Background: an optimization exercise with open tools, aiming at small area, a short achievable clock period and few clock cycles. Do not read the settings as production practice. Power is estimated from default activity; no workload was simulated.

## v6
==> flow/design.v <==
`timescale 1ns/10ps
`timescale 1ns/10ps
`timescale 1ns/10ps
`timescale 1ns/10ps
`timescale 1ns/10ps
module ttt_main (
    input  logic                                reset,
    input  logic                                clock_fast,
    output logic [2:0]                          stage,
    input  logic [4-1:0]        processor_id_in,
    output logic [4-1:0]        processor_id_out,
    input  logic [4-1:0]     good_tokens_in,
    input  logic [4-1:0]     bad_tokens_in,
    output logic [1:0]                          token_startstop,
    output logic                                output_valid,
    input  logic [4:0]                          instruction,
    input  logic [6-1:0]        connection_id_in,
    input  logic [8-1:0]           prog_data
);
    localparam int NP = 10;
    localparam int NC = 50;
    localparam int NH = NC / 2;          
    localparam int NG = (NH + 3) / 4;    
    logic signed [7:0] g_cnt [NP];
    logic signed [7:0] b_cnt [NP];
    logic signed [7:0] g_thr [NP];
    logic signed [7:0] b_thr [NP];
    logic [NP-1:0]     act;
    logic [5:0]        first [NP+1];
    logic [3:0]        tgt_mem [2][NH];
    logic [7:0]        wt_mem [2][NH];
    logic        x_add;
    logic        x_gthr;
    logic        x_bthr;
    logic        x_upd;
    logic        x_first;
    logic        x_tgt;
    logic        x_wt;
    logic [NP:0] x_hit;       
    logic [5:0]  x_cid;
    logic [7:0]  x_data;
    logic        x_neg;       
    logic [NP/2-1:0] y_hit;   
    logic [7:0]      y_data;
    logic          busy;        
    logic          r_first;     
    logic [NP-1:0] pend;        
    logic [5:0]    w_idx;       
    logic [5:0]    w_end;       
    logic          w_stop;      
    logic [3:0]    m_lo [2];
    logic [NG-1:0] m_hi [2];
    function automatic logic ge8(input logic [7:0] a, input logic [7:0] b);
        logic [7:0] ua;
        logic [7:0] ub;
        logic r;
        ua = {~a[7], a[6:0]};
        ub = {~b[7], b[6:0]};
        r = 1'b1;
        for (int i = 0; i < 8; i++) r = (ua[i] & ~ub[i]) | ((ua[i] | ~ub[i]) & r);
        ge8 = r;
    endfunction
    logic [NP-1:0] act_now;
    always_comb begin
        for (int i = 0; i < NP; i++)
            act_now[i] = ge8(g_cnt[i], g_thr[i]) && !ge8(b_cnt[i], b_thr[i]);
    end
    logic [NP-1:0] src_pend;
    logic [NP-1:0] src_one;      
    logic          have_src;
    logic [5:0]    w_rem;
    logic          have0;
    logic          have1;
    logic          take1;        
    logic          last_step;
    logic          do_load;
    logic [5:0]    ld_first;
    logic [5:0]    ld_end;
    logic [3:0]    ld_id;
    logic          ld_start;
    assign src_pend  = r_first ? (act_now ^ act) : pend;
    assign have_src  = |src_pend;
    assign w_rem     = w_end - w_idx;
    assign have0     = (w_rem != 6'd0);
    assign have1     = (w_rem[5:1] != 5'd0);
    always_comb begin
        logic [NP-1:0] seen;
        seen = '0;
        for (int i = 0; i < NP; i++) begin
            src_one[i] = src_pend[i] && !seen[i];
            if (i + 1 < NP) seen[i+1] = seen[i] | src_pend[i];
        end
        ld_first = '0;
        ld_end = '0;
        ld_id = '0;
        ld_start = 1'b0;
        for (int i = 0; i < NP; i++) begin
            if (src_one[i]) begin
                ld_first = ld_first | first[i];
                ld_end = ld_end | first[i+1];
                ld_id = ld_id | 4'(i);
                ld_start = ld_start | (r_first ? act_now[i] : act[i]);
            end
        end
    end
    logic [11:0]   rd_bank [2];
    logic [3:0]    rd_tgt [2];
    logic [7:0]    rd_wt [2];
    logic [NP-1:0] rd_hit [2];
    logic [1:0]    rd_x;         
    logic [1:0]    rd_y;         
    always_comb begin
        for (int b = 0; b < 2; b++) begin
            logic [11:0] grp [NG];
            rd_bank[b] = '0;
            for (int j = 0; j < NG; j++) begin
                grp[j] = '0;
                for (int k = 0; k < 4; k++)
                    if (j * 4 + k < NH)
                        grp[j] = grp[j] | ({12{m_lo[b][k]}} & {tgt_mem[b][j*4+k], wt_mem[b][j*4+k]});
                rd_bank[b] = rd_bank[b] | ({12{m_hi[b][j]}} & grp[j]);
            end
        end
        {rd_tgt[0], rd_wt[0]} = w_idx[0] ? rd_bank[1] : rd_bank[0];
        {rd_tgt[1], rd_wt[1]} = w_idx[0] ? rd_bank[0] : rd_bank[1];
        for (int b = 0; b < 2; b++) begin
            for (int i = 0; i < NP; i++) rd_hit[b][i] = (rd_tgt[b] == 4'(i));
            rd_x[b] = |rd_hit[b][NP/2-1:0];
            rd_y[b] = |rd_hit[b][NP-1:NP/2];
        end
    end
    assign take1 = have1 && !(rd_x[0] && rd_x[1]) && !(rd_y[0] && rd_y[1]);
    assign last_step = (w_rem[5:1] == 5'd0) || ((w_rem == 6'd2) && take1);
    assign do_load = have_src && last_step;
    function automatic logic signed [7:0] sat_add(input logic signed [7:0] c,
                                                  input logic signed [3:0] a);
        logic signed [8:0] s;
        s = 9'(c) + 9'(a);
        if (s[8] != s[7]) sat_add = s[8] ? 8'sh80 : 8'sh7f;
        else sat_add = s[7:0];
    endfunction
    logic signed [7:0] sel_g [2];
    logic signed [7:0] sel_b [2];
    logic signed [3:0] amt_g [2];
    logic signed [3:0] amt_b [2];
    logic signed [7:0] res_g [2];    
    logic signed [7:0] res_b [2];
    always_comb begin
        sel_g[0] = '0;
        sel_b[0] = '0;
        sel_g[1] = '0;
        sel_b[1] = '0;
        for (int i = 0; i < NP / 2; i++) begin
            sel_g[0] = sel_g[0] | ({8{x_hit[i]}} & g_cnt[i]);
            sel_b[0] = sel_b[0] | ({8{x_hit[i]}} & b_cnt[i]);
            sel_g[1] = sel_g[1] | ({8{y_hit[i]}} & g_cnt[NP/2+i]);
            sel_b[1] = sel_b[1] | ({8{y_hit[i]}} & b_cnt[NP/2+i]);
        end
        amt_g[0] = x_neg ? (4'd0 - x_data[7:4]) : x_data[7:4];
        amt_b[0] = x_neg ? (4'd0 - x_data[3:0]) : x_data[3:0];
        amt_g[1] = x_neg ? (4'd0 - y_data[7:4]) : y_data[7:4];
        amt_b[1] = x_neg ? (4'd0 - y_data[3:0]) : y_data[3:0];
        for (int l = 0; l < 2; l++) begin
            res_g[l] = sat_add(sel_g[l], amt_g[l]);
            res_b[l] = sat_add(sel_b[l], amt_b[l]);
        end
    end
    logic is_adv;
    logic [NP:0] in_hit;
    assign is_adv = !instruction[4] && (instruction[2:0] == 3'b010);
    always_comb begin
        for (int i = 0; i <= NP; i++) in_hit[i] = (processor_id_in == 4'(i));
    end
    always_ff @(posedge clock_fast) begin
        if (reset) begin
            busy <= 1'b0;
            r_first <= 1'b0;
            pend <= '0;
            w_idx <= '0;
            w_end <= '0;
            w_stop <= 1'b0;
            output_valid <= 1'b0;
            x_add <= 1'b0;
            x_gthr <= 1'b0;
            x_bthr <= 1'b0;
            x_upd <= 1'b0;
            x_first <= 1'b0;
            x_tgt <= 1'b0;
            x_wt <= 1'b0;
            y_hit <= '0;
        end else begin
            output_valid <= 1'b0;
            x_add <= 1'b0;
            x_gthr <= 1'b0;
            x_bthr <= 1'b0;
            x_upd <= 1'b0;
            x_first <= 1'b0;
            x_tgt <= 1'b0;
            x_wt <= 1'b0;
            y_hit <= '0;
            if (!busy) begin
                x_hit <= in_hit;
                x_cid <= connection_id_in;
                x_data <= prog_data;
                y_data <= prog_data;
                x_neg <= 1'b0;
                case (instruction[4:3])
                    2'b11: begin
                        x_first <= (instruction[2:0] == 3'b001);
                        x_tgt <= (instruction[2:0] == 3'b010);
                        x_wt <= (instruction[2:0] == 3'b011);
                    end
                    2'b10: begin
                        x_gthr <= (instruction[2:0] == 3'b001);
                        x_bthr <= (instruction[2:0] == 3'b010);
                        if (instruction[2:0] == 3'b100) begin
                            x_add <= |in_hit[NP/2-1:0];
                            y_hit <= in_hit[NP-1:NP/2];
                        end
                        x_upd <= (instruction[2:0] == 3'b101);
                    end
                    default: begin
                        if (instruction[2:0] == 3'b001) begin
                            x_add <= |in_hit[NP/2-1:0];
                            y_hit <= in_hit[NP-1:NP/2];
                            x_data <= {good_tokens_in, bad_tokens_in};
                            y_data <= {good_tokens_in, bad_tokens_in};
                        end
                    end
                endcase
                if (is_adv) begin
                    busy <= 1'b1;
                    r_first <= 1'b1;
                end
            end else begin
                r_first <= 1'b0;
                if (have0) begin
                    x_add <= rd_x[0] || (take1 && rd_x[1]);
                    x_hit <= {6'd0, rd_x[0] ? rd_hit[0][NP/2-1:0] : rd_hit[1][NP/2-1:0]};
                    x_data <= rd_x[0] ? rd_wt[0] : rd_wt[1];
                    x_neg <= w_stop;
                    y_hit <= rd_y[0] ? rd_hit[0][NP-1:NP/2] :
                             (take1 ? rd_hit[1][NP-1:NP/2] : '0);
                    y_data <= rd_y[0] ? rd_wt[0] : rd_wt[1];
                    w_idx <= take1 ? w_idx + 6'd2 : w_idx + 6'd1;
                end
                if (do_load) begin
                    w_idx <= ld_first;
                    w_end <= ld_end;
                    w_stop <= !ld_start;
                    output_valid <= 1'b1;
                    processor_id_out <= ld_id;
                    token_startstop <= {ld_start, !ld_start};
                    pend <= src_pend & ~src_one;
                end else begin
                    pend <= src_pend;
                end
                if (!have_src && last_step) busy <= 1'b0;
            end
        end
    end
    always_ff @(posedge clock_fast) begin
        if (busy && do_load) begin
            logic [3:0]    lo;
            logic [NG-1:0] hi;
            for (int k = 0; k < 4; k++) lo[k] = (ld_first[2:1] == 2'(k));
            for (int j = 0; j < NG; j++) hi[j] = (ld_first[5:3] == 3'(j));
            m_lo[1] <= lo;
            m_hi[1] <= hi;
            if (ld_first[0]) begin
                m_lo[0] <= {lo[2:0], lo[3]};
                m_hi[0] <= lo[3] ? {hi[NG-2:0], 1'b0} : hi;
            end else begin
                m_lo[0] <= lo;
                m_hi[0] <= hi;
            end
        end else if (busy && have0) begin
            for (int b = 0; b < 2; b++) begin
                if (take1 || (w_idx[0] == 1'(b))) begin
                    m_lo[b] <= {m_lo[b][2:0], m_lo[b][3]};
                    if (m_lo[b][3]) m_hi[b] <= {m_hi[b][NG-2:0], 1'b0};
                end
            end
        end
    end
    logic [7:0]  wd_thr;
    logic [5:0]  wd_first;
    assign wd_thr = reset ? 8'(1) : x_data;
    assign wd_first = reset ? 6'd0 : x_data[5:0];
    always_ff @(posedge clock_fast) begin
        for (int i = 0; i < NP; i++) begin
            if (reset || (i < NP / 2 ? (x_add && x_hit[i]) : y_hit[i % (NP / 2)])) begin
                g_cnt[i] <= reset ? 8'd0 : res_g[i / (NP / 2)];
                b_cnt[i] <= reset ? 8'd0 : res_b[i / (NP / 2)];
            end
            if (reset || (x_gthr && x_hit[i])) g_thr[i] <= wd_thr;
            if (reset || (x_bthr && x_hit[i])) b_thr[i] <= wd_thr;
            if (reset || r_first || (x_upd && x_hit[i])) act[i] <= !reset && act_now[i];
        end
        for (int i = 0; i <= NP; i++)
            if (reset || (x_first && x_hit[i])) first[i] <= wd_first;
    end
    always_ff @(posedge clock_fast) begin
        for (int i = 0; i < NC; i++) begin
            if (x_tgt && x_cid == 6'(i)) tgt_mem[i % 2][i / 2] <= x_data[3:0];
            if (x_wt && x_cid == 6'(i)) wt_mem[i % 2][i / 2] <= x_data;
        end
    end
    assign stage = {2'b00, busy};
endmodule
Settings: LEC_CHECK=0, ABC_CLOCK_PERIOD_IN_PS=3000, CAP_MARGIN=20, CORE_MARGIN=2, CORE_UTILIZATION=40, SETUP_SLACK_MARGIN=3.0, SLEW_MARGIN=20; clock period 6.5 ns.
run.sh (not shown) runs the stock make flow with config.mk's settings and CLKGATE_MAP_FILE= SYNTH_SCRIPT=/design/flow/synth_recipe.tcl, a recipe that flattens the netlist after the stock synthesis.
diff inputs: v6 => v7
--- a/flow/design.v
+++ b/flow/design.v
@@ -76,11 +76,11 @@
     logic          do_load;
     logic [5:0]    ld_first;
     logic [5:0]    ld_end;
     logic [3:0]    ld_id;
     logic          ld_start;
-    assign src_pend  = r_first ? (act_now ^ act) : pend;
+    assign src_pend  = pend;
     assign have_src  = |src_pend;
     assign w_rem     = w_end - w_idx;
     assign have0     = (w_rem != 6'd0);
     assign have1     = (w_rem[5:1] != 5'd0);
     always_comb begin
@@ -97,11 +97,11 @@
         for (int i = 0; i < NP; i++) begin
             if (src_one[i]) begin
                 ld_first = ld_first | first[i];
                 ld_end = ld_end | first[i+1];
                 ld_id = ld_id | 4'(i);
-                ld_start = ld_start | (r_first ? act_now[i] : act[i]);
+                ld_start = ld_start | act[i];
             end
         end
     end
     logic [11:0]   rd_bank [2];
     logic [3:0]    rd_tgt [2];
@@ -230,12 +230,15 @@
                 endcase
                 if (is_adv) begin
                     busy <= 1'b1;
                     r_first <= 1'b1;
                 end
-            end else begin
+            end else if (r_first) begin
                 r_first <= 1'b0;
+                pend <= act_now ^ act;
+                if (act_now == act) busy <= 1'b0;
+            end else begin
                 if (have0) begin
                     x_add <= rd_x[0] || (take1 && rd_x[1]);
                     x_hit <= {6'd0, rd_x[0] ? rd_hit[0][NP/2-1:0] : rd_hit[1][NP/2-1:0]};
                     x_data <= rd_x[0] ? rd_wt[0] : rd_wt[1];
                     x_neg <= w_stop;
@@ -250,19 +253,17 @@
                     w_stop <= !ld_start;
                     output_valid <= 1'b1;
                     processor_id_out <= ld_id;
                     token_startstop <= {ld_start, !ld_start};
                     pend <= src_pend & ~src_one;
-                end else begin
-                    pend <= src_pend;
                 end
                 if (!have_src && last_step) busy <= 1'b0;
             end
         end
     end
     always_ff @(posedge clock_fast) begin
-        if (busy && do_load) begin
+        if (busy && !r_first && do_load) begin
             logic [3:0]    lo;
             logic [NG-1:0] hi;
             for (int k = 0; k < 4; k++) lo[k] = (ld_first[2:1] == 2'(k));
             for (int j = 0; j < NG; j++) hi[j] = (ld_first[5:3] == 3'(j));
             m_lo[1] <= lo;
@@ -272,11 +273,11 @@
                 m_hi[0] <= lo[3] ? {hi[NG-2:0], 1'b0} : hi;
             end else begin
                 m_lo[0] <= lo;
                 m_hi[0] <= hi;
             end
-        end else if (busy && have0) begin
+        end else if (busy && !r_first && have0) begin
             for (int b = 0; b < 2; b++) begin
                 if (take1 || (w_idx[0] == 1'(b))) begin
                     m_lo[b] <= {m_lo[b][2:0], m_lo[b][3]};
                     if (m_lo[b][3]) m_hi[b] <= {m_hi[b][NG-2:0], 1'b0};
                 end
Notes after the runs:
- Higher worst setup slack after placement was reported by v7, not v6.
- | total of plain and repair buffers excluding clock buffers | lower: v7 |
- Compared with v6, area of the core region in v7 decreased slightly.
- v7 — total number of vias 4.4% lower, v6 as reference
- Diff v6 -> v7: total power saw little to no change, minimum clock period saw a decrease, worst clock skew saw an increase, number of clock buffers in the layout saw an increase, source-to-sink clock delay at the later pin of the worst-skew pair saw an increase.
Function was not checked in any run of this note: the RTL went through the layout flow alone.

static timing again, ports no longer ideal:
The flow's constraints put no driver on any port. The routed layouts listed below were extracted and timed again, unchanged, in two steps. Step 1 sets driving cells, clkbuf_16 on the clock port and buf_2 on the other inputs (assumed; they add their load-dependent delay and slew). Step 2 also shifts input and output timing later by t, the mid clock arrival at the registers, as if the neighbouring blocks saw the same clock. a / b / c = no drivers / after step 1 / after step 2; a / b = the first two.
run	t, ns	setup WS [ns]	worst setup path after step 2	latest minus earliest clock arrival (ns)	worst slew at a driven data input, ns
v6	0.751	2.321 / 2.321 / 2.321	register to register	0.028 / 0.028	0.10
v7	0.756	2.782 / 2.782 / 2.518	input to register	0.058 / 0.058	0.12
After both steps every run listed still meets setup and hold. For v7, which loses most, drivers alone change the setup slack by 0.000 ns; drivers and shift together by -0.264 ns.
